Source: an optimization exercise on an open RTL-to-GDS flow (aim: small area, a short achievable clock period and few clock cycles). Production flows keep margins and buffers that such runs may drop.
Function was checked by simulation only, so behaviour that the tests miss may differ from the original.
No activity file was given, so power comes from the tool's default toggle rates.

--- flow/config.mk ---
export PLATFORM = sky130hd
export DESIGN_NAME = zero_run_bitmap_decoder
export DESIGN_NICKNAME = zero_run_bitmap_decoder
export VERILOG_FILES = /design/flow/design.v
export SDC_FILE = /design/flow/constraint.sdc
export NUM_CORES = 4
export LEC_CHECK = 0
export CAP_MARGIN = 20
export CORE_MARGIN = 2
export CORE_UTILIZATION = 40
export CTS_CLUSTER_DIAMETER = 80
export CTS_CLUSTER_SIZE = 24
export SETUP_SLACK_MARGIN = 5
export SLEW_MARGIN = 20
--- flow/constraint.sdc ---
create_clock -name core_clock -period 8.0 [get_ports {clk}]
set_input_delay 1.6000 -clock core_clock [delete_from_list [all_inputs] [get_ports {clk}]]
set_output_delay 1.6000 -clock core_clock [all_outputs]
set_load 0.01 [all_outputs]
--- flow/design.v ---
package zrbd_pkg;
    localparam int CMD_W   = 2;
    localparam int BYTE_W  = 8;
    localparam int CNT_W   = 13;
    localparam int BITSEL_W = 3;
    typedef logic [CMD_W-1:0]  cmd_t;
    typedef logic [BYTE_W-1:0] byte_t;
    typedef logic [CNT_W-1:0]  count_t;
    localparam cmd_t CMD_BEGIN = 2'd0;
    localparam cmd_t CMD_BYTE  = 2'd1;
    localparam cmd_t CMD_FILL  = 2'd2;
    localparam cmd_t CMD_QUERY = 2'd3;
    localparam byte_t CLEAR_BYTE = 8'h00;
    localparam byte_t FILL_BYTE  = 8'hff;
    localparam count_t COUNT_RESET = 13'd1;
    localparam int RING_N   = 64;    
    localparam int RING_LEN = 8;     
endpackage
module zrbd_row_store #(
    parameter int RN = 64,
    parameter int RL = 8,
    parameter int RW = 6
) (
    input  logic                  clk,
    input  logic [RN-1:0]         hold,
    input  logic [RN-1:0]         wr,
    input  zrbd_pkg::byte_t       wr_data,
    input  logic [RL*8-1:0]       rd_sel,
    output logic [RN-1:0]         rd_bits
);
    localparam int RB = RL * 8;
    logic [RN*RB-1:0] ring_q;
    genvar j;
    generate
        for (j = 0; j < RN; j++)
        begin : g_ring
            always_ff @(posedge clk)
            begin
                ring_q[j*RB +: RB] <= {ring_q[j*RB +: RB-8],
                                       (ring_q[j*RB+RB-8 +: 8] & {8{hold[j]}}) | (wr_data & {8{wr[j]}})};
            end
        end
    endgenerate
    always_comb
    begin
        for (int r = 0; r < RN; r++)
        begin
            rd_bits[r] = |(ring_q[r*RB +: RB] & rd_sel);
        end
    end
endmodule
module zero_run_bitmap_decoder #(
    parameter int MAX_CLUSTERS = 4096
) (
    input  logic                    clk,
    input  logic                    rst_n,
    input  logic                    cfg_valid,
    output logic                    cfg_ready,
    input  zrbd_pkg::count_t        cfg_data,
    input  logic                    in_valid,
    output logic                    in_stall,
    input  zrbd_pkg::cmd_t          cmd,
    input  zrbd_pkg::byte_t         data_byte,
    input  zrbd_pkg::count_t        cluster,
    output logic                    out_valid,
    input  logic                    out_stall,
    output logic                    visible
);
    localparam int RN  = zrbd_pkg::RING_N;
    localparam int RL  = zrbd_pkg::RING_LEN;
    localparam int RW  = $clog2(RN);
    localparam int SW  = $clog2(RL);
    localparam int PW  = 10;             
    localparam int OD  = 8;              
    localparam int OW  = $clog2(OD);
    logic               q0_v, q1_v;
    logic               q0_k, q1_k;      
    zrbd_pkg::cmd_t     q0_cmd, q1_cmd;
    zrbd_pkg::byte_t    q0_d, q1_d;
    zrbd_pkg::count_t   q0_cl, q1_cl;
    logic [RL*8-1:0]    q0_rsel;         
    logic               stall_r;
    logic               cfg_block_r;     
    logic [12:0]        eff_reg;         
    logic [PW-1:0]      len_reg;         
    logic [PW-1:0]      wpos_reg;
    logic [PW:0]        rem_reg;         
    logic               rem_fix;         
    logic               expect_reg;
    logic               fill_reg;
    logic [SW-1:0]      ph_reg;          
    logic [RL-1:0]      nx_oh;           
    logic [RL-1:0]      clr_done;        
    logic [RL-1:0]      buf_v;
    logic [RW-1:0]      buf_idx [RL];
    zrbd_pkg::byte_t    buf_d   [RL];
    logic [RN-1:0]      ins_wr_r;
    logic               ins_v_r, ins_clr_r;
    logic [RW-1:0]      ins_idx_r;
    zrbd_pkg::byte_t    ins_d_r;
    logic               r1_v;
    logic               r1_one;          
    logic               r1_use;          
    logic [7:0]         r1_lo, r1_hi;    
    logic [RN-1:0]      r1_bits;
    logic               ov_reg, vis_reg;
    logic [OD-1:0]      of_d;
    logic [OW-1:0]      of_rd, of_wr;
    logic [OW:0]        of_n;
    logic               take, head_free, blocked, fire;
    logic               stall_nx, q_full_nx;
    zrbd_pkg::count_t   in_cl;
    logic [RL*8-1:0]    rsel_q1, rsel_in;
    logic [OW+1:0]      pend;
    assign in_stall  = stall_r;
    assign cfg_ready = !cfg_block_r;
    assign take      = (in_valid & ~stall_r) | (cfg_valid & ~cfg_block_r);
    assign in_cl     = cfg_valid ? cfg_data : cluster;
    assign pend      = (OW+2)'(of_n) + (OW+2)'(r1_v)
                     + (OW+2)'(q0_v && !q0_k && (q0_cmd == zrbd_pkg::CMD_QUERY))
                     + (OW+2)'(q1_v && !q1_k && (q1_cmd == zrbd_pkg::CMD_QUERY));
    assign q_full_nx = head_free ? (q1_v && take) : (q1_v || take);
    assign stall_nx  = q_full_nx || (pend >= (OW+2)'(OD - 1));
    always_comb
    begin
        for (int j = 0; j < RL*8; j++)
        begin
            rsel_q1[j] = ({ph_reg + SW'(1) - q1_cl[5:3], q1_cl[2:0]} == (SW+3)'(j));
            rsel_in[j] = ({ph_reg + SW'(1) - in_cl[5:3], in_cl[2:0]} == (SW+3)'(j));
        end
    end
    logic               is_cfg, c_begin, c_byte, c_fill, c_query;
    logic               in_row, lit, skip, zero_b;
    logic [SW-1:0]      w_slot, ins_slot;
    logic [PW:0]        skip_diff;
    logic               skip_cap;
    logic [12:0]        eff_new;
    logic [PW-1:0]      len_new;
    assign is_cfg  = q0_k;
    assign c_begin = !q0_k && (q0_cmd == zrbd_pkg::CMD_BEGIN);
    assign c_byte  = !q0_k && (q0_cmd == zrbd_pkg::CMD_BYTE);
    assign c_fill  = !q0_k && (q0_cmd == zrbd_pkg::CMD_FILL);
    assign c_query = !q0_k && (q0_cmd == zrbd_pkg::CMD_QUERY);
    assign in_row    = !rem_reg[PW] && (rem_reg != '0);
    assign lit       = c_byte && !expect_reg && in_row && (q0_d != zrbd_pkg::CLEAR_BYTE);
    assign zero_b    = c_byte && !expect_reg && in_row && (q0_d == zrbd_pkg::CLEAR_BYTE);
    assign skip      = c_byte && expect_reg;
    assign w_slot    = wpos_reg[SW-1:0];
    assign ins_slot  = ph_reg + SW'(1);
    assign skip_diff = rem_reg - (PW+1)'(q0_d);
    assign skip_cap  = skip_diff[PW] || (skip_diff == '0);
    assign blocked   = (c_byte && rem_fix) || (lit && buf_v[w_slot] && !nx_oh[w_slot]);
    assign fire      = q0_v && !blocked;
    assign head_free = !q0_v || !blocked;
    always_comb
    begin
        if (q0_cl == '0)
        begin
            eff_new = 13'd1;
        end
        else if (q0_cl > 13'(MAX_CLUSTERS))
        begin
            eff_new = 13'(MAX_CLUSTERS);
        end
        else
        begin
            eff_new = q0_cl;
        end
        len_new = PW'((14'(eff_new) + 14'd7) >> 3);
    end
    logic               nx_v, nx_clear, begin_now;
    logic [RW-1:0]      nx_idx;
    zrbd_pkg::byte_t    nx_d;
    logic [RN-1:0]      ins_hold;
    assign begin_now = fire && c_begin;
    always_comb
    begin
        nx_idx = '0;
        nx_d   = '0;
        for (int k = 0; k < RL; k++)
        begin
            nx_idx = nx_idx | (buf_idx[k] & {RW{nx_oh[k]}});
            nx_d   = nx_d | (buf_d[k] & {8{nx_oh[k]}});
        end
    end
    assign nx_v      = |(buf_v & nx_oh) && !begin_now;
    assign nx_clear  = !(|(clr_done & nx_oh)) || begin_now;
    assign ins_hold  = ~(ins_wr_r | {RN{ins_clr_r}});
    logic [RW-1:0]      q_ring;
    logic [SW-1:0]      q_slot;
    logic [2:0]         q_bit;
    logic [RN-1:0]      rd_bits;
    logic               fw_buf, fw_ins, fw_bit, q_inr;
    logic               bit_sel, res;
    assign q_ring = q0_cl[11:6];
    assign q_slot = q0_cl[5:3];
    assign q_bit  = q0_cl[2:0];
    zrbd_row_store #(
        .RN (RN),
        .RL (RL),
        .RW (RW)
    ) u_store (
        .clk     (clk),
        .hold    (ins_hold),
        .wr      (ins_wr_r),
        .wr_data (ins_d_r),
        .rd_sel  (q0_rsel),
        .rd_bits (rd_bits)
    );
    assign fw_buf = buf_v[q_slot] && (buf_idx[q_slot] == q_ring);
    assign fw_ins = ins_v_r && (q_slot == ins_slot) && (ins_idx_r == q_ring);
    assign fw_bit = fw_buf ? buf_d[q_slot][q_bit] : ins_d_r[q_bit];
    assign q_inr  = q0_cl < eff_reg;
    always_comb
    begin
        bit_sel = 1'b0;
        for (int g = 0; g < 8; g++)
        begin
            bit_sel = bit_sel | (r1_hi[g] && |(r1_bits[g*8 +: 8] & r1_lo));
        end
    end
    assign res = r1_one || (r1_use && bit_sel);
    logic               load_head, of_pop, of_push;
    assign load_head = !ov_reg || !out_stall;
    assign of_pop    = load_head && (of_n != '0);
    assign of_push   = r1_v && !(load_head && (of_n == '0));
    assign out_valid = ov_reg;
    assign visible   = vis_reg;
    always_ff @(posedge clk or negedge rst_n)
    begin
        if (!rst_n)
        begin
            q0_v        <= 1'b0;
            q1_v        <= 1'b0;
            stall_r     <= 1'b0;
            cfg_block_r <= 1'b0;
            eff_reg     <= 13'd1;
            len_reg     <= PW'(1);
            wpos_reg    <= '0;
            rem_reg     <= (PW+1)'(1);
            rem_fix     <= 1'b0;
            expect_reg  <= 1'b0;
            fill_reg    <= 1'b0;
            ph_reg      <= '0;
            nx_oh       <= RL'(4);
            clr_done    <= '0;
            buf_v       <= '0;
            r1_v        <= 1'b0;
            ins_v_r     <= 1'b0;
            ins_clr_r   <= 1'b0;
            ov_reg      <= 1'b0;
            of_rd       <= '0;
            of_wr       <= '0;
            of_n        <= '0;
        end
        else
        begin
            if (head_free)
            begin
                q0_v <= q1_v || take;
                q1_v <= q1_v && take;
            end
            else
            begin
                q1_v <= q1_v || take;
            end
            stall_r     <= stall_nx;
            cfg_block_r <= q_full_nx;
            ph_reg   <= ph_reg + SW'(1);
            nx_oh    <= {nx_oh[RL-2:0], nx_oh[RL-1]};
            buf_v    <= buf_v & ~nx_oh;
            clr_done <= clr_done | ({nx_oh[0], nx_oh[RL-1:1]} & {RL{ins_clr_r}});
            ins_clr_r <= nx_clear;
            ins_v_r   <= nx_v;
            rem_fix <= 1'b0;
            if (rem_fix)
            begin
                rem_reg <= (PW+1)'(len_reg) - (PW+1)'(wpos_reg);
            end
            if (fire)
            begin
                if (is_cfg)
                begin
                    eff_reg <= eff_new;
                    len_reg <= len_new;
                    rem_fix <= 1'b1;
                end
                if (c_begin)
                begin
                    wpos_reg   <= '0;
                    rem_reg    <= (PW+1)'(len_reg);
                    expect_reg <= 1'b0;
                    fill_reg   <= 1'b0;
                    buf_v      <= '0;
                    clr_done   <= '0;
                end
                if (c_fill)
                begin
                    wpos_reg   <= PW'(RN * RL);
                    rem_reg    <= '0;
                    expect_reg <= 1'b0;
                    fill_reg   <= 1'b1;
                end
                if (skip)
                begin
                    expect_reg <= 1'b0;
                    if (skip_cap)
                    begin
                        wpos_reg <= len_reg;
                        rem_reg  <= '0;
                    end
                    else
                    begin
                        wpos_reg <= wpos_reg + PW'(q0_d);
                        rem_reg  <= skip_diff;
                    end
                end
                if (zero_b)
                begin
                    expect_reg <= 1'b1;
                end
                if (lit)
                begin
                    wpos_reg       <= wpos_reg + PW'(1);
                    rem_reg        <= rem_reg - (PW+1)'(1);
                    buf_v[w_slot]  <= 1'b1;
                end
            end
            r1_v <= fire && c_query;
            if (load_head)
            begin
                ov_reg <= (of_n != '0) || r1_v;
            end
            if (of_pop)
            begin
                of_rd <= of_rd + OW'(1);
            end
            if (of_push)
            begin
                of_wr <= of_wr + OW'(1);
            end
            of_n <= of_n + (OW+1)'(of_push) - (OW+1)'(of_pop);
        end
    end
    always_ff @(posedge clk)
    begin
        if (head_free)
        begin
            if (q1_v)
            begin
                q0_k   <= q1_k;
                q0_cmd <= q1_cmd;
                q0_d   <= q1_d;
            end
            else
            begin
                q0_k   <= cfg_valid;
                q0_cmd <= cmd;
                q0_d   <= data_byte;
            end
        end
        q0_cl   <= q1_v ? q1_cl : in_cl;
        q0_rsel <= q1_v ? rsel_q1 : rsel_in;
        if (!(q1_v && !head_free))
        begin
            q1_k   <= cfg_valid;
            q1_cmd <= cmd;
            q1_d   <= data_byte;
            q1_cl  <= in_cl;
        end
        for (int j = 0; j < RN; j++)
        begin
            ins_wr_r[j] <= nx_v && (nx_idx == RW'(j));
        end
        ins_idx_r <= nx_idx;
        ins_d_r   <= nx_d;
        if (fire && lit)
        begin
            buf_idx[w_slot] <= wpos_reg[SW+RW-1:SW];
            buf_d[w_slot]   <= q0_d;
        end
        r1_one  <= q_inr && (fill_reg || ((fw_buf || fw_ins) && fw_bit));
        r1_use  <= q_inr && !fill_reg && !(fw_buf || fw_ins) && clr_done[q_slot];
        for (int g = 0; g < 8; g++)
        begin
            r1_lo[g] <= (q_ring[2:0] == 3'(g));
            r1_hi[g] <= (q_ring[5:3] == 3'(g));
        end
        r1_bits <= rd_bits;
        if (load_head)
        begin
            vis_reg <= (of_n != '0) ? of_d[of_rd] : res;
        end
        if (of_push)
        begin
            of_d[of_wr] <= res;
        end
    end
endmodule
--- flow/run.sh ---
#!/bin/bash
# synth_recipe.tcl (not shown) runs the flow's synth.tcl, then flattens the netlist and writes it again
# the make line also repeats each setting of config.mk as NAME=value (left out here)
make -C /OpenROAD-flow-scripts/flow DESIGN_CONFIG=/design/flow/config.mk WORK_HOME=/design/flow/orfs CLKGATE_MAP_FILE= SYNTH_SCRIPT=/design/flow/synth_recipe.tcl finish
==> results.sh, run 1 <==
export IMPL_start_kind="register"
export IMPL_grt_max_degree=65
export IMPL_top_register="u_store.ring_q"
export IMPL_synth_edf_count=156
export IMPL_synth_top_family_by_area="compound AO/OA/AOI/OAI gates"
export IMPL_drt_initial_drc_count=15663
export IMPL_initial_utilization=0.402
export IMPL_filler_cell_count=28818
export IMPL_cts_clk_slew_worst_paths_ns=0.10
export IMPL_drc=0
export IMPL_syn_cell_area_um2=129000
export IMPL_die_height_um=571
export IMPL_setup_tns_ns=0
export IMPL_grt_pass1_wl_um=697000
export IMPL_antenna_found_initial=28
export IMPL_io_pin_count=45
export IMPL_rsz0062_at_grt="true"
export IMPL_grt_ovfl_total=0
export IMPL_cp_max_fo=2
export IMPL_synth_ff_type="dfxtp_1"
export IMPL_ctsLongestPathBuffers=4
export IMPL_crit_type="reg -> out"
export IMPL_yosysWarnings=2
export IMPL_hp_class="reg -> reg"
export IMPL_clock_sinks=4580
export IMPL_post_dp_cell_area_um2=134000
export IMPL_core_um2=321000
export IMPL_first_global_vias=87046
export IMPL_final_util=0.440
export IMPL_synthArstFlopShare=0.0199
export IMPL_dr_pass1_iters=8
export IMPL_period_share=0.395
export IMPL_synthToLayoutAreaGrowth_pct=9.51
export IMPL_final_nets=9234
export IMPL_cts_buffers=218
export IMPL_hold_viol=0
export IMPL_cap_viol_max_count=0
export IMPL_outcome="timing/DRC/antenna clean"
export IMPL_synthAdderAreaFrac=0.00698
export IMPL_drive_gt1_frac=0.0806
export IMPL_setup_violations=0
export IMPL_vias=90117
export IMPL_place_hpwl_um=279000
export IMPL_post_route_cell_area_um2=141000
export IMPL_final_common_cell="dfxtp_1"
export IMPL_power_leakage_nw=52.4
export IMPL_ys_seq_area_frac=0.728
export IMPL_syn_avg_cell_area_um2=13.9
export IMPL_track_usage=0.302
export IMPL_die_area_um2=326000
export IMPL_critPathCaptureType="primary output"
export IMPL_required_ns=6.40
export IMPL_syn_nets=9392
export IMPL_ant_nets=0
export IMPL_whs_ns=0.295
export IMPL_cts_root_buf="clkbuf_16"
export IMPL_fmax_mhz=316
export IMPL_finalClockSkew_ns=0.0923
export IMPL_wl_per_cell_um=38.0
export IMPL_p_per_area_nw_per_um2=268
export IMPL_synth_simple_area_share=0.0353
export IMPL_syn_inst=9284
export IMPL_peakVddDrop_v=0.000178
export IMPL_drv_slew=0
export IMPL_synth_xor_area_frac=0.00442
export IMPL_port_buffers=44
export IMPL_max_slew_worst_pin_slew_ns=1.26
export IMPL_tritoncts="yes"
export IMPL_gp_congestion=0.901
export IMPL_rrSetupSlack_ns=4.88
export IMPL_synthMuxAreaShare=0.0140
export IMPL_synth_cell_types=69
export IMPL_fin_crit_ns=3.16
export IMPL_fp_row_count=208
export IMPL_slew_headroom=0.160
export IMPL_worstSkewPairLatency_ns=1.00
export IMPL_die_x_um=571
export IMPL_largest_register_ffs=4096
export IMPL_synth_compound_area_frac=0.190
export IMPL_layout_common_cells="dfxtp_1, a22o_1, a221oi_1"
export IMPL_ys_seq_elements=4580
export IMPL_routed_via_density=6.68
export IMPL_routed_wl_um=513000
export IMPL_h_tree_depth=4
export IMPL_crit_arrival_ns=1.56
critical path, stage by stage, from the launching register on:
cell and delay, ns:
dfrtp_1 0.42, clkinv_4 0.08, buf_6 0.12
through the flow:
step	instances	power, W	setup WS (ns)
2_1_floorplan	9284	0.0249	4.38
3_3_place_gp	13137	0.0256	3.06
3_5_place_dp	13138	0.0256	3.09
4_1_cts	13439	0.0376	4.81
5_1_grt	13472	0.0387	4.75
6_report	13492	0.0379	4.84
cell families (layout without fill, tap and decap cells):
kind of cell | count (synthesis) | after routing
AO/OA/AOI/OAI | 2859 | 2859
XOR/XNOR | 65 | 65
adder cells (fa/ha/maj) | 67 | 67
buffers and inverters | 730 | 607
flip-flops | 4580 | 4580
multiplexers | 116 | 116
other | 0 | 23
AND/OR/NAND/NOR | 867 | 870
metal layers:
layer	vias up	global-route usage	wire, um
met4	18	0.164	32400
met2	7765	0.443	215000
met1	45363	0.407	199000
li1	35096	-	-
met3	1875	0.0775	66500
met5	-	0	114
cell type report:
class	count	area, um^2	area share
clock inverters	23	354	0.00251
flip-flops and latches	4580	94000	0.667
well taps	4305	5390	0.0382
diodes	23	57.6	0.000408
multi-input cells	3977	32800	0.233
repair buffers	272	2500	0.0178
inverters	77	302	0.00214
clock buffers	235	5570	0.0395
where the power goes:
| part | leakage, nW | switching (W) | internal (W) | total, W |
|---|---|---|---|---|
| Sequential | 37.6 | 0.000361 | 0.0231 | 0.0234 |
| Clock | 2.90 | 0.00727 | 0.00506 | 0.0123 |
| Combinational | 11.9 | 0.00128 | 0.000805 | 0.00208 |
synthesized netlist by cell type, types with 24 or more instances:
cell type	count	area, um^2
xor2_1	24	210
a22oi_1	101	758
clkbuf_1	436	1640
buf_1	204	766
a22o_1	1541	13500
ha_1	59	738
inv_1	76	285
nor2_1	263	987
nand3_1	24	120
dfxtp_1	4333	86700
edfxtp_1	156	4680
nand2_1	124	465
xnor2_1	41	359
a221oi_1	1026	8990
or4_1	68	510
mux2_2	50	563
mux2i_1	26	260
nand4_1	285	1780
dfrtp_1	87	2180
a21oi_1	43	215
o21ai_0	68	340
timing repair:
item | 4_1_cts | 5_1_grt
hold buffers | 0 | 0
setup endpoints to repair | 296 | 229
resized for setup | 125 | 59
gates cloned | 4 | 3
pin swaps | 28 | 36
buffers inserted | 39 | 27
path summary, 6_finish.rpt:
| check | start | to | cells past startpoint |
|---|---|---|---|
| worst min register to register | u_store.ring_q[3100] | u_store.ring_q[3108] | 0 |
| worst max-delay path | cfg_block_r | cfg_ready | 2 |
| worst max register to register | q0_rsel[11] | r1_bits[59] | 6 |
| max in group asynchronous | rst_n | nx_oh[0] | 2 |
| worst min-delay path | u_store.ring_q[3100] | u_store.ring_q[3108] | 0 |
| min in group asynchronous | rst_n | stall_r | 1 |
Testbench counts, summed over its fixed seeds: cycles 15,652.
==> run 2: changes to the inputs <==
--- a/flow/config.mk
+++ b/flow/config.mk
@@ -8,7 +8,8 @@
 export CAP_MARGIN = 20
 export CORE_MARGIN = 2
 export CORE_UTILIZATION = 40
-export CTS_CLUSTER_DIAMETER = 80
-export CTS_CLUSTER_SIZE = 24
+export CTS_CLUSTER_DIAMETER = 90
+export CTS_CLUSTER_SIZE = 28
+export PLACE_DENSITY = 0.75
 export SETUP_SLACK_MARGIN = 5
 export SLEW_MARGIN = 20
==> results.sh, run 2 <==
export IMPL_outcome="timing/DRC/antenna clean"
export IMPL_fin_crit_ns=3.20
export IMPL_cp_max_fo=7
export IMPL_drc=0
export IMPL_clock_sinks=4580
export IMPL_crit_chain="buf_12 > clkinv_16 > buf_6"
export IMPL_cpPeakStageDelay_ns=0.41
export IMPL_fp_row_count=208
export IMPL_ys_seq_elements=4580
export IMPL_synthArstFlopShare=0.0199
export IMPL_port_buffers=44
export IMPL_power_leakage_nw=52.0
export IMPL_critPathCaptureType="primary output"
export IMPL_cts_root_buf="clkbuf_16"
export IMPL_h_tree_depth=4
export IMPL_top_register="u_store.ring_q"
export IMPL_layout_common_cells="dfxtp_1, a22o_1, a221oi_1"
export IMPL_yosysTopAreaCell="dfxtp_1"
export IMPL_period_share=0.400
export IMPL_syn_nets=9392
export IMPL_vias=92500
export IMPL_final_nets=9194
export IMPL_ant_nets=0
export IMPL_grt_max_degree=65
export IMPL_max_slew_worst_pin_slew_ns=1.26
export IMPL_rsz0062_at_grt="true"
export IMPL_startpoint="cfg_block_r"
export IMPL_setup_tns_ns=0
export IMPL_r2r_cells=5
export IMPL_syn_cell_area_um2=129000
export IMPL_routed_via_density=6.88
export IMPL_cp_endpoint="cfg_ready"
export IMPL_synth_top_area_share=0.674
export IMPL_synth_edf_count=156
export IMPL_drv_slew=0
export IMPL_die_x_um=571
export IMPL_filler_cell_count=28165
export IMPL_post_dp_cell_area_um2=134000
export IMPL_routed_wl_um=484000
export IMPL_drt_initial_drc_count=18320
export IMPL_setup_violations=0
export IMPL_finalClockSkew_ns=0.113
export IMPL_dp_cells=13127
export IMPL_tritoncts="yes"
export IMPL_hp_class="reg -> reg"
export IMPL_r2r_end="r1_bits[59]"
export IMPL_cpMaxStageDelayCell="dfrtp_1"
export IMPL_track_usage=0.282
export IMPL_drive_gt1_frac=0.0760
export IMPL_start_kind="register"
export IMPL_place_hpwl_um=263000
export IMPL_gp_congestion=0.945
export IMPL_io_pin_count=45
export IMPL_required_ns=6.40
export IMPL_multi_input_area_um2=32800
export IMPL_cts_clk_slew_worst_paths_ns=0.11
export IMPL_worstReg2RegStart="q0_rsel[63]"
export IMPL_yosysWarnings=2
export IMPL_largest_register_ffs=4096
export IMPL_cap_viol_max_count=0
export IMPL_peakVddDrop_v=0.000214
export IMPL_dr_pass1_iters=9
export IMPL_first_global_vias=88680
export IMPL_die_height_um=571
export IMPL_wl_per_cell_um=36.0
export IMPL_synth_common_cells="dfxtp_1, a22o_1, a221oi_1"
export IMPL_worstSkewPairLatency_ns=0.95
export IMPL_hold_viol=0
export IMPL_crit_type="reg -> out"
export IMPL_antenna_found_initial=26
export IMPL_grt_pass1_wl_um=664000
export IMPL_synthToLayoutAreaGrowth_pct=8.82
export IMPL_rrSetupSlack_ns=4.81
export IMPL_ctsLongestPathBuffers=4
export IMPL_syn_avg_cell_area_um2=13.9
export IMPL_syn_inst=9284
export IMPL_post_route_cell_area_um2=140000
export IMPL_stdcell_count=13438
export IMPL_cts_buffers=191
export IMPL_core_um2=321000
export IMPL_p_per_area_nw_per_um2=263
export IMPL_synth_most_common_cell="dfxtp_1"
export IMPL_grt_ovfl_total=0
export IMPL_ys_top_cells_by_area="dfxtp_1, a22o_1, a221oi_1"
export IMPL_initial_utilization=0.402
export IMPL_final_common_cell="dfxtp_1"
export IMPL_fmax_mhz=312
export IMPL_ys_seq_area_frac=0.728
export IMPL_seq_area_um2=94000
export IMPL_die_area_um2=326000
export IMPL_synth_cell_types=69
export IMPL_synth_ff_type="dfxtp_1"
export IMPL_slew_headroom=0.162
export IMPL_crit_arrival_ns=1.60
## run 2: cell counts after synthesis
Identical to the previous run, type by type.
## run 2: routing by layer
metal | wire length (um) | track usage | vias up
li1 | - | - | 34957
met4 | 37500 | 0.168 | 24
met2 | 193000 | 0.399 | 9926
met1 | 171000 | 0.359 | 44991
met5 | 172 | 0.000147 | -
met3 | 82600 | 0.114 | 2602
## run 2: cells by family after synthesis
group	count (synthesis)	share of synthesized area
flip-flops	4580	0.728
AO/OA/AOI/OAI	2859	0.190
AND/OR/NAND/NOR	867	0.0353
buffers and inverters	730	0.0217
multiplexers	116	0.0140
adder cells (fa/ha/maj)	67	0.00698
XOR/XNOR	65	0.00442
## run 2: what timing repair did
action | in CTS | in global routing
buffers inserted | 33 | 31
pin swaps | 24 | 30
endpoints found under the setup margin | 289 | 268
gates resized for setup | 97 | 103
endpoints found under the hold margin | 0 | 0
gates cloned | 4 | 2
hold buffers | 0 | 0
## run 2: worst max-delay path: cells and delay by family (launching register included)
| kind | cells | cell delay, ns |
|---|---|---|
| buffers and inverters | 3 | 0.31 |
| flip-flops | 1 | 0.41 |
## run 2: final cells by class
cell class	instances	area share
Timing Repair Buffer	260	0.0175
Antenna cell	22	0.000393
Clock buffer	208	0.0350
Multi-Input combinational cell	3975	0.234
Timing Repair inverter	1	0.0000536
Inverter	77	0.00230
Tap cell	4305	0.0384
Clock inverter	10	0.000965
Sequential cell	4580	0.671
## run 2: worst min-delay path by stage
| stage | startpoint | slack (ns) | to | depth (start not counted) |
|---|---|---|---|---|
| after CTS | u_store.ring_q[2944] | 0.30 | u_store.ring_q[2952] | 0 |
| after global placement | u_store.ring_q[1543] | 0.33 | u_store.ring_q[1551] | 0 |
| after detailed placement | u_store.ring_q[2904] | 0.34 | u_store.ring_q[2912] | 0 |
| after floorplan | u_store.ring_q[5] | 0.33 | u_store.ring_q[13] | 0 |
| final | u_store.ring_q[882] | 0.30 | u_store.ring_q[890] | 0 |
| after global routing | u_store.ring_q[3546] | 0.31 | u_store.ring_q[3554] | 0 |
## run 2: report_power, final
group	internal, W	switching [W]	leakage (nW)
Sequential	0.0231	0.000399	37.6
Combinational	0.000767	0.00121	11.9
Clock	0.00443	0.00692	2.47
## run 2: per-stage QoR
step / util / hold WS [ns] / total power, W / setup WS (ns)
global placement: 0.417 / 0.332 / 0.0256 / 3.16
finish: 0.437 / 0.300 / 0.0368 / 4.80
floorplan: - / 0.331 / 0.0249 / 4.38
detailed placement: 0.417 / 0.337 / 0.0256 / 3.13
global route: 0.437 / 0.312 / 0.0376 / 4.74
CTS: 0.435 / 0.300 / 0.0364 / 4.72
==> run 3: changes to the inputs <==
--- a/flow/config.mk
+++ b/flow/config.mk
@@ -8,8 +8,8 @@
 export CAP_MARGIN = 20
 export CORE_MARGIN = 2
 export CORE_UTILIZATION = 40
+export CTS_BUF_LIST = sky130_fd_sc_hd__clkbuf_16
 export CTS_CLUSTER_DIAMETER = 90
 export CTS_CLUSTER_SIZE = 28
-export PLACE_DENSITY = 0.75
 export SETUP_SLACK_MARGIN = 5
 export SLEW_MARGIN = 20
==> results.sh, run 3 <==
export IMPL_routed_wl_um=513000
export IMPL_synth_most_common_cell="dfxtp_1"
export IMPL_synth_common_cells="dfxtp_1, a22o_1, a221oi_1"
export IMPL_finalClockSkew_ns=0.0813
export IMPL_grt_max_degree=65
export IMPL_io_pin_count=45
export IMPL_synthArstFlopShare=0.0199
export IMPL_yosysTopAreaCell="dfxtp_1"
export IMPL_dr_pass1_iters=7
export IMPL_layout_setup_ws_ns=4.86
export IMPL_hp_class="reg -> reg"
export IMPL_final_common_cell="dfxtp_1"
export IMPL_yosysWarnings=2
export IMPL_final_nets=9206
export IMPL_synth_top_area_share=0.674
export IMPL_syn_cell_area_um2=129000
export IMPL_power_leakage_nw=52.1
export IMPL_cts_root_buf="clkbuf_16"
export IMPL_r2r_end="r1_bits[4]"
export IMPL_drive_gt1_frac=0.0788
export IMPL_timing_hold_worst_start="u_store.ring_q[3370]"
export IMPL_antenna_found_initial=29
export IMPL_cts_clk_slew_worst_paths_ns=0.11
export IMPL_die_area_um2=326000
export IMPL_wl_per_cell_um=38.1
export IMPL_routed_via_density=6.70
export IMPL_hold_depth=0
export IMPL_required_ns=6.40
export IMPL_syn_nets=9392
export IMPL_first_global_vias=86944
export IMPL_worstSkewPairLatency_ns=0.95
export IMPL_crit_arrival_ns=1.54
export IMPL_cpLargestDelayFamily="flip-flops"
export IMPL_drc=0
export IMPL_grt_pass1_wl_um=696000
export IMPL_hold_buffers=0
export IMPL_cpPeakStageDelay_ns=0.44
export IMPL_grt_ovfl_total=0
export IMPL_slew_headroom=0.150
export IMPL_cts_buffers=189
export IMPL_syn_avg_cell_area_um2=13.9
export IMPL_fp_row_count=208
export IMPL_vias=90171
export IMPL_clock_sinks=4580
export IMPL_setup_tns_ns=0
export IMPL_syn_inst=9284
export IMPL_path_buf_inv=2
export IMPL_ys_seq_elements=4580
export IMPL_worstReg2RegStart="q0_rsel[26]"
export IMPL_critPathCaptureType="primary output"
export IMPL_track_usage=0.302
export IMPL_synth_edf_count=156
export IMPL_ctsLongestPathBuffers=4
export IMPL_layout_common_cells="dfxtp_1, a22o_1, a221oi_1"
export IMPL_synth_ff_type="dfxtp_1"
export IMPL_r2r_cells=6
export IMPL_drv_slew=0
export IMPL_filler_cell_count=28864
export IMPL_initial_utilization=0.402
export IMPL_cap_viol_max_count=0
export IMPL_setup_violations=0
export IMPL_start_kind="register"
export IMPL_peakVddDrop_v=0.000187
export IMPL_ys_seq_area_frac=0.728
export IMPL_period_share=0.393
export IMPL_swShare=0.236
export IMPL_rrSetupSlack_ns=4.88
export IMPL_place_hpwl_um=279000
export IMPL_port_buffers=44
export IMPL_outcome="timing/DRC/antenna clean"
export IMPL_largest_register_ffs=4096
export IMPL_ys_top_cells_by_area="dfxtp_1, a22o_1, a221oi_1"
export IMPL_h_tree_depth=4
export IMPL_ant_nets=0
export IMPL_synth_cell_types=69
export IMPL_fin_crit_ns=3.14
export IMPL_power_switching_w=0.00876
export IMPL_cpMaxStageDelayCell="dfrtp_1"
export IMPL_p_clk_frac=0.311
export IMPL_crit_type="reg -> out"
export IMPL_synthToLayoutAreaGrowth_pct=8.89
export IMPL_crit_chain="clkinv_4 > buf_6"
export IMPL_die_x_um=571
export IMPL_worstHoldEndpoint="u_store.ring_q[3378]"
export IMPL_hold_viol=0
export IMPL_rsz0062_at_grt="true"
export IMPL_dp_slack_ns=3.09
export IMPL_fmax_mhz=318
export IMPL_cp_max_fo=2
export IMPL_gp_congestion=0.901
export IMPL_comb_power_share=0.056
export IMPL_drt_initial_drc_count=15366
export IMPL_p_int_w=0.0283
export IMPL_max_slew_worst_pin_slew_ns=1.28
export IMPL_tritoncts="yes"
export IMPL_die_height_um=571
export IMPL_core_um2=321000
export IMPL_top_register="u_store.ring_q"
export IMPL_pwr_share_seq=0.633
export IMPL_p_per_area_nw_per_um2=264
[run 3: cell counts after synthesis]
Identical to the previous run, type by type.
[run 3: power by group through the flow]
| stage | sequential, W | combinational, W | clock (W) |
|---|---|---|---|
| floorplan | 0.0237 | 0.00119 | 0 |
| detailed placement | 0.0240 | 0.00169 | 0 |
| global placement | 0.0239 | 0.00166 | 0 |
| global route | 0.0235 | 0.00223 | 0.0122 |
| finish | 0.0235 | 0.00209 | 0.0115 |
| CTS | 0.0234 | 0.00189 | 0.0115 |
[run 3: metal layers]
layer	part of all wire	vias to the layer above	global-route usage
met5	0.00012	-	0
met2	0.42	7650	0.441
met4	0.065	10	0.169
met3	0.13	1829	0.0779
met1	0.39	45664	0.405
li1	-	35018	-
[run 3: worst max path at each step]
stage / from / end / depth (start not counted) / slack (ns)
after floorplan: cfg_valid / q0_rsel[10] / 10 / 4.38
after global routing: rem_reg[0] / wpos_reg[8] / 14 / 4.80
after detailed placement: cfg_valid / q0_rsel[11] / 9 / 3.09
after CTS: cfg_block_r / cfg_ready / 2 / 4.83
final: cfg_block_r / cfg_ready / 2 / 4.86
after global placement: cfg_valid / q0_rsel[11] / 9 / 3.06
[run 3: cell families after synthesis]
kind of cell	Yosys count	share of synthesized area
DFF	4580	0.728
AOI/OAI and AO/OA	2859	0.190
and+or+nand+nor	867	0.0353
buffers and inverters	730	0.0217
muxes	116	0.0140
adders and majority gates	67	0.00698
xor gates and xnor gates	65	0.00442
[run 3: timing repair]
action,in CTS,in global routing
pin swaps,28,27
gates cloned,4,2
endpoints found under the setup margin,298,255
setup buffers,36,32
gates resized for setup,124,82
[run 3: stage by stage]
stage / instance area (um^2) / utilization / total power (W) / instances / hold slack, ns
3_3_place_gp: 134000 / 0.417 / 0.0256 / 13137 / 0.333
2_1_floorplan: 129000 / - / 0.0249 / 9284 / 0.331
6_report: 140000 / 0.437 / 0.0371 / 13455 / 0.284
5_1_grt: 140000 / 0.437 / 0.0379 / 13435 / 0.305
4_1_cts: 140000 / 0.435 / 0.0368 / 13400 / 0.294
3_5_place_dp: 134000 / 0.417 / 0.0256 / 13138 / 0.337
[run 3: area by class of cell]
cell class,count,area [um^2],share of cell area
inverters,77,302,0.00215
well taps,4305,5390,0.0384
flip-flops and latches,4580,94000,0.671
diodes,21,52.6,0.000375
multi-input cells,3976,32800,0.234
repair inverters,1,7.51,0.0000535
clock buffers,191,4780,0.0341
clock inverters,31,362,0.00258
repair buffers,273,2470,0.0176
[run 3: worst register-to-register path: cells and delay by family, from the launching register on]
family          cells  cell delay, ns
flops               1            0.78
simple gates        2            0.38
buf+inv             2            1.54
compound gates      2            0.33
==> run 4: changes to the inputs <==
--- a/flow/config.mk
+++ b/flow/config.mk
@@ -7,8 +7,7 @@
 export LEC_CHECK = 0
 export CAP_MARGIN = 20
 export CORE_MARGIN = 2
-export CORE_UTILIZATION = 40
-export CTS_BUF_LIST = sky130_fd_sc_hd__clkbuf_16
+export CORE_UTILIZATION = 47
 export CTS_CLUSTER_DIAMETER = 90
 export CTS_CLUSTER_SIZE = 28
 export SETUP_SLACK_MARGIN = 5
==> results.sh, run 4 <==
export IMPL_cp_endpoint="cfg_ready"
export IMPL_synth_cell_types=69
export IMPL_place_hpwl_um=283000
export IMPL_tritoncts="yes"
export IMPL_synth_edf_count=156
export IMPL_track_usage=0.354
export IMPL_drc=0
export IMPL_drt_initial_drc_count=15071
export IMPL_setup_tns_ns=0
export IMPL_cp_max_fo=6
export IMPL_outcome="timing/DRC/antenna clean"
export IMPL_synth_top_area_share=0.674
export IMPL_power_switching_w=0.00863
export IMPL_syn_avg_cell_area_um2=13.9
export IMPL_p_int_w=0.0282
export IMPL_hold_depth=0
export IMPL_r2r_cells=7
export IMPL_hold_buffers=0
export IMPL_ys_top_cells_by_area="dfxtp_1, a22o_1, a221oi_1"
export IMPL_die_x_um=527
export IMPL_first_global_vias=85818
export IMPL_period_share=0.404
export IMPL_critPathCaptureType="primary output"
export IMPL_cts_buffers=183
export IMPL_vias=89736
export IMPL_initial_utilization=0.471
export IMPL_layout_common_cells="dfxtp_1, a22o_1, a221oi_1"
export IMPL_antenna_found_initial=22
export IMPL_worstSkewPairLatency_ns=0.92
export IMPL_rrSetupSlack_ns=4.89
export IMPL_max_slew_worst_pin_slew_ns=1.30
export IMPL_rsz0062_at_grt="true"
export IMPL_peakVddDrop_v=0.000219
export IMPL_io_pin_count=45
export IMPL_ys_seq_elements=4580
export IMPL_synthToLayoutAreaGrowth_pct=8.28
export IMPL_die_area_um2=278000
export IMPL_final_nets=9217
export IMPL_ctsLongestPathBuffers=3
export IMPL_r2r_end="ins_wr_r[61]"
export IMPL_p_per_area_nw_per_um2=264
export IMPL_syn_cell_area_um2=129000
export IMPL_port_buffers=44
export IMPL_slew_headroom=0.135
export IMPL_hp_class="reg -> reg"
export IMPL_yosysWarnings=2
export IMPL_dr_pass1_iters=8
export IMPL_crit_arrival_ns=1.63
export IMPL_grt_pass1_wl_um=692000
export IMPL_hold_viol=0
export IMPL_wl_per_cell_um=40.3
export IMPL_synth_most_common_cell="dfxtp_1"
export IMPL_gp_congestion=0.906
export IMPL_swShare=0.235
export IMPL_h_tree_depth=4
export IMPL_ys_seq_area_frac=0.728
export IMPL_start_kind="register"
export IMPL_setup_violations=0
export IMPL_largest_register_ffs=4096
export IMPL_comb_power_share=0.059
export IMPL_crit_type="reg -> out"
export IMPL_p_clk_frac=0.303
export IMPL_routed_via_density=7.04
export IMPL_synth_common_cells="dfxtp_1, a22o_1, a221oi_1"
export IMPL_synth_ff_type="dfxtp_1"
export IMPL_worstReg2RegStart="q0_k"
export IMPL_cts_root_buf="clkbuf_16"
export IMPL_fp_row_count=192
export IMPL_grt_ovfl_total=0
export IMPL_dp_cells=12421
export IMPL_power_leakage_nw=52.1
export IMPL_ant_nets=0
export IMPL_cts_clk_slew_worst_paths_ns=0.11
export IMPL_grt_max_degree=65
export IMPL_drive_gt1_frac=0.0806
export IMPL_core_um2=273000
export IMPL_top_register="u_store.ring_q"
export IMPL_die_height_um=527
export IMPL_stdcell_count=12740
export IMPL_syn_nets=9392
export IMPL_required_ns=6.40
export IMPL_pwr_share_seq=0.638
export IMPL_startpoint="cfg_block_r"
export IMPL_final_common_cell="dfxtp_1"
export IMPL_yosysTopAreaCell="dfxtp_1"
export IMPL_syn_inst=9284
export IMPL_fmax_mhz=310
export IMPL_cap_viol_max_count=0
export IMPL_fin_crit_ns=3.23
export IMPL_drv_slew=0
export IMPL_finalClockSkew_ns=0.0449
export IMPL_synthArstFlopShare=0.0199
export IMPL_routed_wl_um=513000
export IMPL_clock_sinks=4580
export IMPL_final_util=0.510
==> run 4: what timing repair did <==
| action | in CTS | in global routing |
|---|---|---|
| buffers inserted | 39 | 46 |
| gates cloned | 4 | 3 |
| resized for setup | 146 | 99 |
| setup endpoints to repair | 543 | 262 |
| pin swaps | 28 | 41 |
==> run 4: metrics by stage <==
| step | setup slack, ns | hold slack (ns) | cell area [um^2] | power (W) |
|---|---|---|---|---|
| 3_5_place_dp | 3.20 | 0.337 | 133000 | 0.0257 |
| 4_1_cts | 4.66 | 0.328 | 139000 | 0.0364 |
| 3_3_place_gp | 3.23 | 0.332 | 133000 | 0.0256 |
| 6_report | 4.77 | 0.326 | 139000 | 0.0368 |
| 5_1_grt | 4.71 | 0.339 | 139000 | 0.0377 |
| 2_1_floorplan | 4.38 | 0.331 | 129000 | 0.0249 |
==> run 4: layout make-up <==
class | instances | area, um^2
clock inverters | 20 | 235
flip-flops and latches | 4580 | 94000
diodes | 10 | 25.0
fillers | 22540 | 134000
clock buffers | 197 | 4630
multi-input cells | 3975 | 32900
inverters | 77 | 323
repair buffers | 292 | 2770
well taps | 3589 | 4490
==> run 4: cell families after synthesis <==
family                     after synthesis  share of synthesized area
and+or+nand+nor                        867                     0.0353
DFF                                   4580                      0.728
xor gates and xnor gates                65                    0.00442
AOI/OAI and AO/OA                     2859                      0.190
muxes                                  116                     0.0140
buffers and inverters                  730                     0.0217
adders and majority gates               67                    0.00698
==> run 4: worst max-delay path, cell delays in order (launching register included) <==
cell and delay [ns]:
dfrtp_1 0.41, buf_12 0.15, clkinv_16 0.06, buf_6 0.11
==> run 4: worst min path at each step <==
stage                              start                   end
floorplan              u_store.ring_q[5]    u_store.ring_q[13]
finish              u_store.ring_q[3958]  u_store.ring_q[3966]
global placement    u_store.ring_q[3776]  u_store.ring_q[3784]
CTS                 u_store.ring_q[2418]  u_store.ring_q[2426]
global route        u_store.ring_q[2418]  u_store.ring_q[2426]
detailed placement     u_store.ring_q[4]    u_store.ring_q[12]
==> run 4: power groups by stage <==
stage / Sequential (W) / Combinational [W] / Clock, W
after floorplan: 0.0237 / 0.00119 / 0
after global placement: 0.0240 / 0.00165 / 0
after detailed placement: 0.0240 / 0.00168 / 0
after CTS: 0.0235 / 0.00187 / 0.0111
after global routing: 0.0235 / 0.00230 / 0.0119
final: 0.0235 / 0.00216 / 0.0111
==> run 4: per-layer routing <==
layer,global-route usage,part of all wire
met5,0,0.00033
met3,0.0973,0.13
met1,0.472,0.38
met2,0.525,0.42
met4,0.185,0.063
==> run 5: changes to the inputs <==
--- a/flow/config.mk
+++ b/flow/config.mk
@@ -7,7 +7,7 @@
 export LEC_CHECK = 0
 export CAP_MARGIN = 20
 export CORE_MARGIN = 2
-export CORE_UTILIZATION = 47
+export CORE_UTILIZATION = 35
 export CTS_CLUSTER_DIAMETER = 90
 export CTS_CLUSTER_SIZE = 28
 export SETUP_SLACK_MARGIN = 5
==> results.sh, run 5 <==
export IMPL_wl_met2_um=218000
export IMPL_rsz0062_at_grt="true"
export IMPL_start_kind="register"
export IMPL_worstHoldEndpoint="u_store.ring_q[1554]"
export IMPL_die_area_um2=373000
export IMPL_finalClockSkew_ns=0.0862
export IMPL_synth_common_cells="dfxtp_1, a22o_1, a221oi_1"
export IMPL_hold_viol=0
export IMPL_cts_buffers=190
export IMPL_filler_cell_count=33741
export IMPL_fp_row_count=222
export IMPL_initial_utilization=0.352
export IMPL_r2r_cells=14
export IMPL_top_layer="met5"
export IMPL_core_um2=366000
export IMPL_syn_inst=9284
export IMPL_final_nets=9214
export IMPL_top_register="u_store.ring_q"
export IMPL_finalPower_w=0.0371
export IMPL_required_ns=6.40
export IMPL_layout_setup_ws_ns=4.78
export IMPL_routed_via_density=6.44
export IMPL_tritoncts="yes"
export IMPL_cpLargestDelayFamily="flip-flops"
export IMPL_syn_nets=9392
export IMPL_cts_root_buf="clkbuf_16"
export IMPL_vias=90019
export IMPL_setup_violations=0
export IMPL_io_pin_count=45
export IMPL_h_tree_depth=4
export IMPL_synthArstFlopShare=0.0199
export IMPL_cpMaxStageDelayCell="dfrtp_1"
export IMPL_die_height_um=611
export IMPL_peakVddDrop_v=0.000185
export IMPL_setup_tns_ns=0
export IMPL_hold_buffers=0
export IMPL_path_buf_inv=3
export IMPL_crit_chain="buf_12 > clkinv_16 > buf_6"
export IMPL_crit_type="reg -> out"
export IMPL_die_x_um=611
export IMPL_clock_sinks=4580
export IMPL_crit_arrival_ns=1.62
export IMPL_critPathCaptureType="primary output"
export IMPL_ys_top_cells_by_area="dfxtp_1, a22o_1, a221oi_1"
export IMPL_outcome="timing/DRC/antenna clean"
export IMPL_post_route_cell_area_um2=141000
export IMPL_synthToLayoutAreaGrowth_pct=9.64
export IMPL_power_leakage_nw=52.2
export IMPL_port_buffers=44
export IMPL_layout_common_cells="dfxtp_1, a22o_1, a221oi_1"
export IMPL_worstReg2RegStart="rem_reg[0]"
export IMPL_fmax_mhz=311
export IMPL_synth_ff_type="dfxtp_1"
export IMPL_ys_seq_elements=4580
export IMPL_ctsLongestPathBuffers=4
export IMPL_syn_cell_area_um2=129000
export IMPL_drc=0
export IMPL_syn_avg_cell_area_um2=13.9
export IMPL_final_common_cell="dfxtp_1"
export IMPL_first_global_vias=86395
export IMPL_drt_initial_drc_count=15003
export IMPL_dp_slack_ns=2.98
export IMPL_gp_congestion=0.899
export IMPL_fin_crit_ns=3.22
export IMPL_routed_wl_um=515000
export IMPL_dr_pass1_iters=6
export IMPL_grt_max_degree=59
export IMPL_grt_pass1_wl_um=695000
export IMPL_wl_met3_um=66400
export IMPL_synth_edf_count=156
export IMPL_yosysTopAreaCell="dfxtp_1"
export IMPL_period_share=0.402
export IMPL_ys_seq_area_frac=0.728
export IMPL_r2r_end="wpos_reg[7]"
export IMPL_synth_cell_types=69
export IMPL_hp_class="reg -> reg"
export IMPL_worstSkewPairLatency_ns=0.97
export IMPL_cpPeakStageDelay_ns=0.40
export IMPL_hold_depth=0
export IMPL_wl_met1_um=196000
export IMPL_yosysWarnings=2
export IMPL_max_slew_worst_pin_slew_ns=1.24
export IMPL_rrSetupSlack_ns=4.88
export IMPL_p_per_area_nw_per_um2=263
export IMPL_place_hpwl_um=280000
export IMPL_synth_most_common_cell="dfxtp_1"
export IMPL_cap_viol_max_count=0
export IMPL_grt_ovfl_total=0
export IMPL_post_dp_cell_area_um2=134000
export IMPL_drive_gt1_frac=0.0786
export IMPL_track_usage=0.263
export IMPL_slew_headroom=0.175
export IMPL_cp_max_fo=2
export IMPL_ant_nets=0
export IMPL_timing_hold_worst_start="u_store.ring_q[1546]"
export IMPL_largest_register_ffs=4096
export IMPL_wl_per_cell_um=36.8
export IMPL_cts_clk_slew_worst_paths_ns=0.11
export IMPL_antenna_found_initial=31
export IMPL_drv_slew=0
export IMPL_synth_top_area_share=0.674
[run 5: how the worst max path moves through the flow]
stage	startpoint	end	slack, ns	cells past startpoint
after floorplan	cfg_valid	q0_rsel[10]	4.38	10
final	cfg_block_r	cfg_ready	4.78	3
after CTS	cfg_block_r	cfg_ready	4.76	3
after global placement	cfg_valid	q0_rsel[8]	3.07	9
after detailed placement	cfg_valid	q0_rsel[13]	2.98	9
after global routing	cfg_block_r	cfg_ready	4.75	3
[run 5: what timing repair did]
action                                  in CTS  in global routing
pin swaps                                   26                 34
endpoints found under the setup margin     322                289
buffers inserted                            41                 28
gates resized for setup                    138                 81
cloned                                       7                  3
[run 5: per-stage QoR]
stage	hold WS [ns]	std cells	util
2_1_floorplan	0.331	9284	-
3_3_place_gp	0.332	13650	0.367
3_5_place_dp	0.337	13651	0.367
4_1_cts	0.295	13924	0.384
5_1_grt	0.299	13956	0.386
6_report	0.305	13973	0.386
[run 5: final cells by class]
cell class	instances	area (um^2)	area share
Timing Repair inverter	1	7.51	0.0000532
Antenna cell	18	45.0	0.000319
Timing Repair Buffer	278	2680	0.0190
Tap cell	4816	6030	0.0427
Inverter	77	322	0.00228
Clock inverter	22	315	0.00223
Clock buffer	203	4850	0.0343
Sequential cell	4580	94000	0.666
Multi-Input combinational cell	3978	32900	0.233
[run 5: kinds of logic after synthesis]
group	count (synthesis)	synth area share
mux	116	0.0140
xor+xnor	65	0.00442
buf+inv	730	0.0217
flops	4580	0.728
simple gates	867	0.0353
fa+ha+maj	67	0.00698
compound gates	2859	0.190
[run 5: metal layers]
layer	vias to the layer above	global-route usage
met3	1865	0.0699
met5	-	0
met1	45297	0.343
li1	35028	-
met2	7809	0.392
met4	20	0.151
[run 5: where the power goes]
part / total (W) / leakage (nW) / internal, W / switching [W]
Sequential: 0.0234 / 37.6 / 0.0231 / 0.000355
Combinational: 0.00207 / 12.0 / 0.000792 / 0.00128
Clock: 0.0115 / 2.53 / 0.00446 / 0.00708
Total: 0.0371 / 52.2 / 0.0283 / 0.00872
==> run 6: changes to the inputs <==
--- a/flow/config.mk
+++ b/flow/config.mk
@@ -7,7 +7,7 @@
 export LEC_CHECK = 0
 export CAP_MARGIN = 20
 export CORE_MARGIN = 2
-export CORE_UTILIZATION = 35
+export CORE_UTILIZATION = 40
 export CTS_CLUSTER_DIAMETER = 90
 export CTS_CLUSTER_SIZE = 28
 export SETUP_SLACK_MARGIN = 5
==> results.sh, run 6 <==
export IMPL_yosysWarnings=2
export IMPL_worstSkewPairLatency_ns=0.95
export IMPL_wl_per_cell_um=38.1
export IMPL_drt_initial_drc_count=15926
export IMPL_grt_ovfl_total=0
export IMPL_rsz0062_at_grt="true"
export IMPL_final_common_cell="dfxtp_1"
export IMPL_ys_top_cells_by_area="dfxtp_1, a22o_1, a221oi_1"
export IMPL_h_tree_depth=4
export IMPL_vias=90211
export IMPL_power_leakage_nw=52.0
export IMPL_timing_hold_worst_start="u_store.ring_q[3370]"
export IMPL_cts_buffers=189
export IMPL_power_switching_w=0.00876
export IMPL_synth_ff_type="dfxtp_1"
export IMPL_cts_root_buf="clkbuf_16"
export IMPL_routed_wl_um=513000
export IMPL_post_dp_cell_area_um2=134000
export IMPL_final_util=0.437
export IMPL_syn_inst=9284
export IMPL_die_x_um=571
export IMPL_io_pin_count=45
export IMPL_outcome="timing/DRC/antenna clean"
export IMPL_cts_clk_slew_worst_paths_ns=0.11
export IMPL_grt_pass1_wl_um=696000
export IMPL_die_area_um2=326000
export IMPL_max_slew_worst_pin_slew_ns=1.26
export IMPL_finalClockSkew_ns=0.0751
export IMPL_r2r_end="r1_bits[56]"
export IMPL_p_int_w=0.0283
export IMPL_layout_common_cells="dfxtp_1, a22o_1, a221oi_1"
export IMPL_synth_edf_count=156
export IMPL_peakVddDrop_v=0.000186
export IMPL_cp_max_fo=2
export IMPL_drc=0
export IMPL_cap_viol_max_count=0
export IMPL_dr_pass1_iters=8
export IMPL_setup_tns_ns=0
export IMPL_tritoncts="yes"
export IMPL_track_usage=0.302
export IMPL_slew_headroom=0.160
export IMPL_top_register="u_store.ring_q"
export IMPL_worstHoldEndpoint="u_store.ring_q[3378]"
export IMPL_synthArstFlopShare=0.0199
export IMPL_syn_avg_cell_area_um2=13.9
export IMPL_syn_nets=9392
export IMPL_yosysTopAreaCell="dfxtp_1"
export IMPL_core_um2=321000
export IMPL_fin_crit_ns=3.15
export IMPL_clock_sinks=4580
export IMPL_worstReg2RegStart="q0_rsel[55]"
export IMPL_critPathCaptureType="primary output"
export IMPL_first_global_vias=86958
export IMPL_pwr_share_seq=0.632
export IMPL_rrSetupSlack_ns=4.88
export IMPL_post_route_cell_area_um2=140000
export IMPL_place_hpwl_um=279000
export IMPL_synthToLayoutAreaGrowth_pct=8.88
export IMPL_hold_buffers=0
export IMPL_required_ns=6.40
export IMPL_fp_row_count=208
export IMPL_gp_congestion=0.901
export IMPL_crit_arrival_ns=1.55
export IMPL_start_kind="register"
export IMPL_drv_slew=0
export IMPL_syn_cell_area_um2=129000
export IMPL_r2r_cells=6
export IMPL_fmax_mhz=318
export IMPL_initial_utilization=0.402
export IMPL_synth_most_common_cell="dfxtp_1"
export IMPL_crit_type="reg -> out"
export IMPL_grt_max_degree=65
export IMPL_synth_top_area_share=0.674
export IMPL_hp_class="reg -> reg"
export IMPL_ant_nets=0
export IMPL_final_nets=9204
export IMPL_ys_seq_area_frac=0.728
export IMPL_die_height_um=571
export IMPL_ys_seq_elements=4580
export IMPL_hold_depth=0
export IMPL_port_buffers=44
export IMPL_comb_power_share=0.056
export IMPL_routed_via_density=6.71
export IMPL_period_share=0.393
export IMPL_swShare=0.236
export IMPL_setup_violations=0
export IMPL_antenna_found_initial=29
export IMPL_p_per_area_nw_per_um2=265
export IMPL_p_clk_frac=0.312
export IMPL_largest_register_ffs=4096
export IMPL_hold_viol=0
export IMPL_synth_cell_types=69
export IMPL_drive_gt1_frac=0.0781
export IMPL_synth_common_cells="dfxtp_1, a22o_1, a221oi_1"
export IMPL_ctsLongestPathBuffers=4
==> run 6: cell count changes in the layout (fill, tap and decap cells not counted), sizes merged, moves of 2 or more <==
cell	previous run	this run
clkinv	8	10
clkdlybuf4s50	36	34
inv	89	82
buf	238	232
clkdlybuf4s15	0	2
==> run 6: worst max path at each step <==
| stage | start | to | cells past startpoint |
|---|---|---|---|
| floorplan | cfg_valid | q0_rsel[10] | 10 |
| global placement | cfg_valid | q0_rsel[11] | 9 |
| detailed placement | cfg_valid | q0_rsel[11] | 9 |
| CTS | cfg_block_r | cfg_ready | 2 |
| global route | rem_reg[0] | wpos_reg[8] | 14 |
| finish | cfg_block_r | cfg_ready | 2 |
==> run 6: per-layer routing <==
metal,vias up,track usage,part of all wire
met5,-,0,0.00012
met4,10,0.169,0.065
met3,1895,0.0779,0.13
met2,7785,0.441,0.42
met1,45515,0.405,0.39
li1,35006,-,-
==> run 6: area by class of cell <==
cell class,instances,area (um^2)
Antenna cell,18,45.0
Clock buffer,204,4840
Clock inverter,18,313
Fill cell,28859,180000
Inverter,77,302
Multi-Input combinational cell,3976,32800
Sequential cell,4580,94000
Tap cell,4305,5390
Timing Repair Buffer,271,2460
Timing Repair inverter,1,7.51
==> run 6: critical path: stages (launching register included) <==
cell and delay [ns]:
dfrtp_1 0.45, clkinv_4 0.08, buf_6 0.12
==> run 6: cells by family (layout without fill, tap and decap cells) <==
kind of cell	count (synthesis)	in the layout	synth area share
XOR/XNOR	65	65	0.00442
AO/OA/AOI/OAI	2859	2859	0.190
other	0	18	0
multiplexers	116	116	0.0140
flip-flops	4580	4580	0.728
AND/OR/NAND/NOR	867	869	0.0353
buffers and inverters	730	571	0.0217
adder cells (fa/ha/maj)	67	67	0.00698
==> run 6: power groups by stage <==
| stage | clock network, W | registers (W) | logic, W |
|---|---|---|---|
| 3_5_place_dp | 0 | 0.0240 | 0.00169 |
| 5_1_grt | 0.0123 | 0.0235 | 0.00223 |
| 6_report | 0.0116 | 0.0235 | 0.00210 |
| 2_1_floorplan | 0 | 0.0237 | 0.00119 |
| 3_3_place_gp | 0 | 0.0239 | 0.00166 |
| 4_1_cts | 0.0115 | 0.0234 | 0.00189 |
==> run 6: metrics by stage <==
stage,total power (W),cells,worst slack [ns],hold slack (ns)
2_1_floorplan,0.0249,9284,4.38,0.331
3_3_place_gp,0.0256,13137,3.06,0.333
3_5_place_dp,0.0256,13138,3.09,0.337
4_1_cts,0.0368,13400,4.83,0.294
5_1_grt,0.0380,13433,4.80,0.305
6_report,0.0371,13450,4.85,0.295
==> run 6: repair_timing <==
item / in CTS / in global routing
resized for setup: 124 / 77
gates cloned: 4 / 2
setup buffers: 36 / 30
pin swaps: 27 / 26
endpoints found under the setup margin: 298 / 255

port drivers added, routing unchanged:
In the flow no input, the clock included, has a driving cell. The finished layouts below were timed again as built, in two steps.
Step 1, drivers: a clkbuf_16 drives clk and a buf_2 each remaining input, both assumed.
Step 2 adds t to the input delays and takes it off the output delays; t is the mean of the earliest and latest rising clock arrival at the registers after step 1. Input paths then give back, and output paths get back, about the clock's delay inside the block.
Three values: no drivers, after step 1, after step 2; two values: the first two.
run	t (ns)	setup slack, ns	worst data-port slew with drivers (ns)	pins driven straight from the clock port
run 1	1.039	4.839 / 4.752 / 4.058	0.04	1
run 2	0.997	4.798 / 4.699 / 4.096	0.05	1
run 3	1.010	4.856 / 4.755 / 4.063	0.06	1
run 4	0.993	4.771 / 4.673 / 4.171	0.07	1
run 5	1.028	4.785 / 4.687 / 4.109	0.04	1
run 6	1.012	4.853 / 4.751 / 4.072	0.05	1
After both steps setup and hold are still met in every run listed. For run 3, which loses most, drivers alone change the setup slack by -0.101 ns; drivers and shift together by -0.793 ns.
